Background: an optimization exercise with open tools, aiming at small area and a short achievable clock period. Do not read the settings as production practice.
The RTL was checked by simulation tests, not by an equivalence proof against the original design.
Power and IR drop assume default switching activity.

## run a
// simple_fifo_adapter
module simple_fifo_adapter #(
    parameter int DATA_IN_WIDTH  = 16,
    parameter int DATA_OUT_WIDTH = 128,
    parameter int ADDR_WIDTH     = 4,
    parameter int FULL_SLACK     = 1,
    parameter int USE_LAST       = 1
) (
    input  logic                      clk,
    input  logic                      rst,
    input  logic                      wr_ena,
    input  logic [DATA_IN_WIDTH-1:0]  wr_dat,
    input  logic                      wr_last,
    output logic                      wr_full,
    input  logic                      rd_ena,
    output logic [DATA_OUT_WIDTH-1:0] rd_dat,
    output logic                      rd_last,
    output logic                      rd_empty,
    output logic [ADDR_WIDTH:0]       rd_dat_cnt
);
Size in the first run: ~2400 flip-flops, about 160 I/O pins, about 85000 um2 of cells after synthesis.
export LEC_CHECK = 0
export CAP_MARGIN = 20
export CORE_MARGIN = 2
export CORE_UTILIZATION = 40
export SETUP_SLACK_MARGIN = 1.9
export SLEW_MARGIN = 20
create_clock -name core_clock -period 4.0 [get_ports {clk}]
standard.sh (not shown) runs the stock make flow with config.mk's settings and CLKGATE_MAP_FILE= SYNTH_SCRIPT=/design/flow/synth_recipe.tcl, a recipe that flattens the netlist after the stock synthesis.
==> flow/flow/run.sh <==
#!/bin/bash
# Standard layout, with the clock tree built from larger sink clusters and without the dummy
# loads CTS adds for balancing. Each step's full log stays in orfs/logs; make's own output goes
# to flow_make.log in this folder.
set -euo pipefail
export CTS_ARGS="-sink_clustering_enable -repair_clock_nets -dont_use_dummy_load -sink_clustering_size 30 -sink_clustering_max_diameter 60"
bash standard.sh finish > flow_make.log 2>&1
Here is what was changed in the inputs of run b compared with run a.
# run a
export LEC_CHECK = 0
export CAP_MARGIN = 20
export CORE_MARGIN = 2
export CORE_UTILIZATION = 40
export SETUP_SLACK_MARGIN = 1.9
export SLEW_MARGIN = 20
create_clock -name core_clock -period 4.0 [get_ports {clk}]
# run b
export LEC_CHECK = 0
export CAP_MARGIN = 20
export CORE_MARGIN = 2
export CORE_UTILIZATION = 55
export PLACE_DENSITY = 0.7
export SETUP_SLACK_MARGIN = 1.9
export SLEW_MARGIN = 20
create_clock -name core_clock -period 4.0 [get_ports {clk}]
### Flow results
Via count in run b is about 0.66% above run a. Run b ends up with a post-route non-filler standard cell count that is 818 lower than in run a. Run b against run a: count of inserted tapcells went down 775, wire length of the first global-routing pass went down about 5%, delay of the slowest cell on the worst path held, final number of max-transition violations held, clock-buffer cell count went up 2. [run b] sequential portion of the cell area rose 1.3 points relative to run a.

---

Setup of v54:
The RTL this note starts from:
==> flow/design.v <==
module simple_fifo_adapter #(
    parameter int DATA_IN_WIDTH  = 16,
    parameter int DATA_OUT_WIDTH = 128,
    parameter int ADDR_WIDTH     = 4,
    parameter int FULL_SLACK     = 1,
    parameter int USE_LAST       = 1
) (
    input  logic                      clk,
    input  logic                      rst,
    input  logic                      wr_ena,
    input  logic [DATA_IN_WIDTH-1:0]  wr_dat,
    input  logic                      wr_last,
    output logic                      wr_full,
    input  logic                      rd_ena,
    output logic [DATA_OUT_WIDTH-1:0] rd_dat,
    output logic                      rd_last,
    output logic                      rd_empty,
    output logic [ADDR_WIDTH:0]       rd_dat_cnt
);
    localparam int RATIO  = DATA_OUT_WIDTH / DATA_IN_WIDTH;
    localparam int DEPTH  = 1 << ADDR_WIDTH;
    localparam int W      = DATA_IN_WIDTH;
    localparam logic [ADDR_WIDTH:0] CNT_MAX    = (ADDR_WIDTH + 1)'(DEPTH);
    localparam logic [ADDR_WIDTH:0] FULL_LEVEL = (ADDR_WIDTH + 1)'(DEPTH - FULL_SLACK);
    logic [DATA_OUT_WIDTH:0] mem [DEPTH];
    logic [W-1:0]            pack [RATIO-1];
    logic [DEPTH-1:0]        wsel;                 
    localparam int NRS = 2;
    logic [DEPTH-1:0]        rsel [NRS];
    logic [RATIO-1:0]        lane_eq;              
    logic [RATIO-1:0]        lane_lt;              
    logic [ADDR_WIDTH:0]     count;
    logic                    empty, full;          
    logic                    last_in, commit_req, commit_ok, wr_adv, rd_accept, slot_free;
    logic [DATA_OUT_WIDTH:0] wword, rword;
    assign last_in    = (USE_LAST != 0) && wr_last;
    assign rd_accept  = rd_ena && !empty;
    assign commit_req = wr_ena && (lane_eq[RATIO-1] || last_in);
    assign commit_ok  = commit_req && slot_free;
    assign wr_adv     = wr_ena && !commit_req;
    assign slot_free  = !full || rd_ena;
    always_comb begin
        for (int k = 0; k < RATIO; k++) begin
            if (k < RATIO - 1)
                wword[k*W +: W] = ({W{lane_lt[k]}} & pack[k]) | ({W{lane_eq[k]}} & wr_dat);
            else
                wword[k*W +: W] = {W{lane_eq[k]}} & wr_dat;
        end
        wword[DATA_OUT_WIDTH] = last_in;
    end
    logic inc, dec;
    logic [ADDR_WIDTH:0] count_up, count_dn;
    assign inc      = commit_ok && !rd_accept;
    assign dec      = rd_accept && !commit_ok;
    assign count_up = count + 1'b1;
    assign count_dn = count - 1'b1;
    always_ff @(posedge clk) begin
        if (rst) begin
            wsel     <= DEPTH'(1);
            for (int c = 0; c < NRS; c++) rsel[c] <= DEPTH'(1);
            count    <= '0;
            empty    <= 1'b1;
            full     <= 1'b0;
            lane_eq  <= RATIO'(1);
            lane_lt  <= '0;
            wr_full  <= (FULL_LEVEL == '0);
        end else begin
            if (inc) begin
                count   <= count_up;
                empty   <= 1'b0;
                full    <= (count_up == CNT_MAX);
                wr_full <= (count_up >= FULL_LEVEL);
            end else if (dec) begin
                count   <= count_dn;
                empty   <= (count_dn == '0);
                full    <= 1'b0;
                wr_full <= (count_dn >= FULL_LEVEL);
            end
            if (rd_accept)
                for (int c = 0; c < NRS; c++) rsel[c] <= {rsel[c][DEPTH-2:0], rsel[c][DEPTH-1]};
            if (commit_ok) wsel <= {wsel[DEPTH-2:0], wsel[DEPTH-1]};
            if (commit_ok) begin
                lane_eq <= RATIO'(1);
                lane_lt <= '0;
            end else if (wr_adv) begin
                lane_eq <= {lane_eq[RATIO-2:0], 1'b0};
                lane_lt <= {lane_lt[RATIO-2:0], 1'b1};
            end
        end
    end
    always_ff @(posedge clk) begin
        for (int k = 0; k < RATIO - 1; k++)
            if (lane_eq[k]) pack[k] <= wr_dat;
    end
    always_ff @(posedge clk) begin
        for (int i = 0; i < DEPTH; i++)
            if (wsel[i] && slot_free) mem[i] <= wword;
    end
    always_comb begin
        rword = '0;
        for (int b = 0; b <= DATA_OUT_WIDTH; b++)
            for (int i = 0; i < DEPTH; i++)
                rword[b] = rword[b] | (rsel[b * NRS / (DATA_OUT_WIDTH + 1)][i] & mem[i][b]);
    end
    always_ff @(posedge clk) begin
        if (rst) begin
            rd_dat  <= '0;
            rd_last <= 1'b0;
        end else if (rd_accept) begin
            rd_dat  <= rword[DATA_OUT_WIDTH-1:0];
            rd_last <= rword[DATA_OUT_WIDTH];
        end
    end
    assign rd_empty   = empty;
    assign rd_dat_cnt = count;
endmodule
export LEC_CHECK = 0
export CAP_MARGIN = 20
export CORE_MARGIN = 2
export CORE_UTILIZATION = 40
export SETUP_SLACK_MARGIN = 1.95
export SLEW_MARGIN = 20
create_clock -name core_clock -period 4.0 [get_ports {clk}]
Scripts as last shown in full above: flow/flow/run.sh
Inputs modified between v54 and v45:
Settings: swapping 1.95 for 1.8 in SETUP_SLACK_MARGIN.
Findings:
- The endpoint of the worst setup timing path comes out rd_dat[103]$_SDFFE_PP0P_ in one run and rd_dat[98] in the other, namely in v45 and v54 respectively.
- The wire length of v45 was superior to that of v54.
- v45 gives more clock share of power than v54 did.
- v45 vs v54, routed length per instance went down by 2.9%.
- v54 → v45: fill cell total of the finished layout increased by 191 relative to the old numbers, buffer count excluding the clock tree in the final layout decreased by about 18% relative to the old numbers, clock latency of the later-clocked register in the worst-skew pair closely matched the old numbers, clock group power closely matched the old numbers.
The following lists how v27 was set up differently from v45:
Settings: PLACE_DENSITY newly set to 0.75; SETUP_SLACK_MARGIN changed from 1.8 to 2.0; CTS_CLUSTER_SIZE newly set to 30; CORE_UTILIZATION changed from 40 to 65; CTS_CLUSTER_DIAMETER newly set to 60.
==> flow/run.sh (new file) <==
#!/bin/bash
# synth_recipe.tcl (not shown) runs the flow's synth.tcl, then flattens the netlist and writes it again
# the make line also repeats each setting of config.mk as NAME=value (left out here)
make -C /OpenROAD-flow-scripts/flow DESIGN_CONFIG=/design/flow/config.mk WORK_HOME=/design/flow/orfs CLKGATE_MAP_FILE= SYNTH_SCRIPT=/design/flow/synth_recipe.tcl finish
removed: flow/flow/run.sh
removed: flow/standard.sh
Where post-detailed-routing wire length is concerned, v45 is outperformed by v27.
v27 — period utilization 2.6 points lower, v45 as reference
v45 -> v27: synthesized netlist net count delta 0, exact match
v27 vs v45: total design power up in v27
Going from v45 to v27, hold slack +0.011 ns, final-layout clock-cell area share +1.4 points, full die area -about 40%.
Compared with v45, v27 shows via density per instance that has gone up by more than 10%.
Changes in v17 relative to v27:
Settings: CORE_UTILIZATION changed from 65 to 40; PLACE_DENSITY removed (was 0.75).
==> flow/flow/run.sh (new file) <==
#!/bin/bash
# Standard layout, with the clock tree built from larger sink clusters and without the dummy
# loads CTS adds for balancing. Each step's full log stays in orfs/logs; make's own output goes
# to flow_make.log in this folder.
set -euo pipefail
export CTS_ARGS="-sink_clustering_enable -repair_clock_nets -dont_use_dummy_load -sink_clustering_size 30 -sink_clustering_max_diameter 60"
bash standard.sh finish > flow_make.log 2>&1
==> flow/standard.sh (new file) <==
#!/bin/bash
# synth_recipe.tcl (not shown) runs the flow's synth.tcl, then flattens the netlist and writes it again
# the make line also repeats each setting of config.mk as NAME=value (left out here)
make -C /OpenROAD-flow-scripts/flow DESIGN_CONFIG=/design/flow/config.mk WORK_HOME=/design/flow/orfs CLKGATE_MAP_FILE= SYNTH_SCRIPT=/design/flow/synth_recipe.tcl "${@:-finish}"
removed: flow/run.sh
--- outcome ---
Run comparison: v17 start point of the critical path rd_dat[98]$_SDFFE_PP0P_; v27 start point of the critical path rd_dat[9]$_SDFFE_PP0P_. Number of vias per cell of v17 falls short of that of v27 by more than 10%. [compare] base=v27 new=v17: first-pass GRT wire length rose about 6%, overall power consumption fell 2.6 mW, post-detailed-placement half-perimeter wirelength rose 11%. v17: global-route usage is 14 points lower than what v27 reported. Looking at number of signal-net buffers in the layout, v17 sits about 2.6% above v27. v17 vs v27: routed wire length on met2 up.
Input-level comparison between v37 and v17:
==> flow/run.sh (new file) <==
#!/bin/bash
# synth_recipe.tcl (not shown) runs the flow's synth.tcl, then flattens the netlist and writes it again
# the make line also repeats each setting of config.mk as NAME=value (left out here)
make -C /OpenROAD-flow-scripts/flow DESIGN_CONFIG=/design/flow/config.mk WORK_HOME=/design/flow/orfs CLKGATE_MAP_FILE= SYNTH_SCRIPT=/design/flow/synth_recipe.tcl finish
removed: flow/flow/run.sh
removed: flow/standard.sh
Results
Max freq v17 -> v37: degraded. Compare v17 and v37 | via count lower: v17. Summary — hold slack, v37 relative to v17: higher, by 0.0032 ns. Re via-per-instance ratio: v37 is 0.043 down on v17. ~same met3 routed wirelength in v17 and v37. Summary — sequential share of layout area, v37 relative to v17: lower, by 1.0 points. Comparing v37 with v17, the global-route usage over all layers came out essentially unchanged. Compared with v17, in v37 final clock period utilization by the worst path increased 0.26 points; total power increased 6.2%; remaining max-slew budget at the tightest pin decreased 0.80 points.

re-timing with driven ports:
The results above use ideal ports. As a check the final layouts listed here were re-extracted and re-timed, cells and wires unchanged. Step 1: set_driving_cell puts a clkbuf_16 on clk and a buf_2 on each other input, an assumption about the parent block. Step 2 also shifts input and output timing later by t, the mid clock arrival at the registers, as if the neighbouring blocks saw the same clock. a / b / c = ideal / step 1 / step 2; a / b = the first two.
| run | t, ns | slack for setup (ns) | worst setup path after step 2 | slew at the worst register clock pin (ns) | cell pins on the clock port's net |
|---|---|---|---|---|---|
| run a | 0.873 | 1.814 / 1.730 / 1.142 | input to register | 0.11 / 0.11 | 1 |
| run b | 0.861 | 1.828 / 1.747 / 1.090 | input to register | 0.11 / 0.11 | 1 |
| v54 | 0.877 | 1.810 / 1.726 / 1.242 | input to register | 0.11 / 0.11 | 1 |
| v45 | 0.871 | 1.736 / 1.736 / 1.087 | input to register | 0.11 / 0.11 | 1 |
| v27 | 0.887 | 1.839 / 1.749 / 1.175 | input to register | 0.11 / 0.11 | 1 |
| v17 | 0.871 | 1.808 / 1.727 / 1.179 | input to register | 0.11 / 0.11 | 1 |
| v37 | 0.895 | 1.798 / 1.715 / 1.088 | input to register | 0.11 / 0.11 | 1 |
After both steps every run listed still meets setup and hold. The setup slack of run b, which loses most, moves by -0.081 ns with the drivers and by -0.738 ns with both steps.
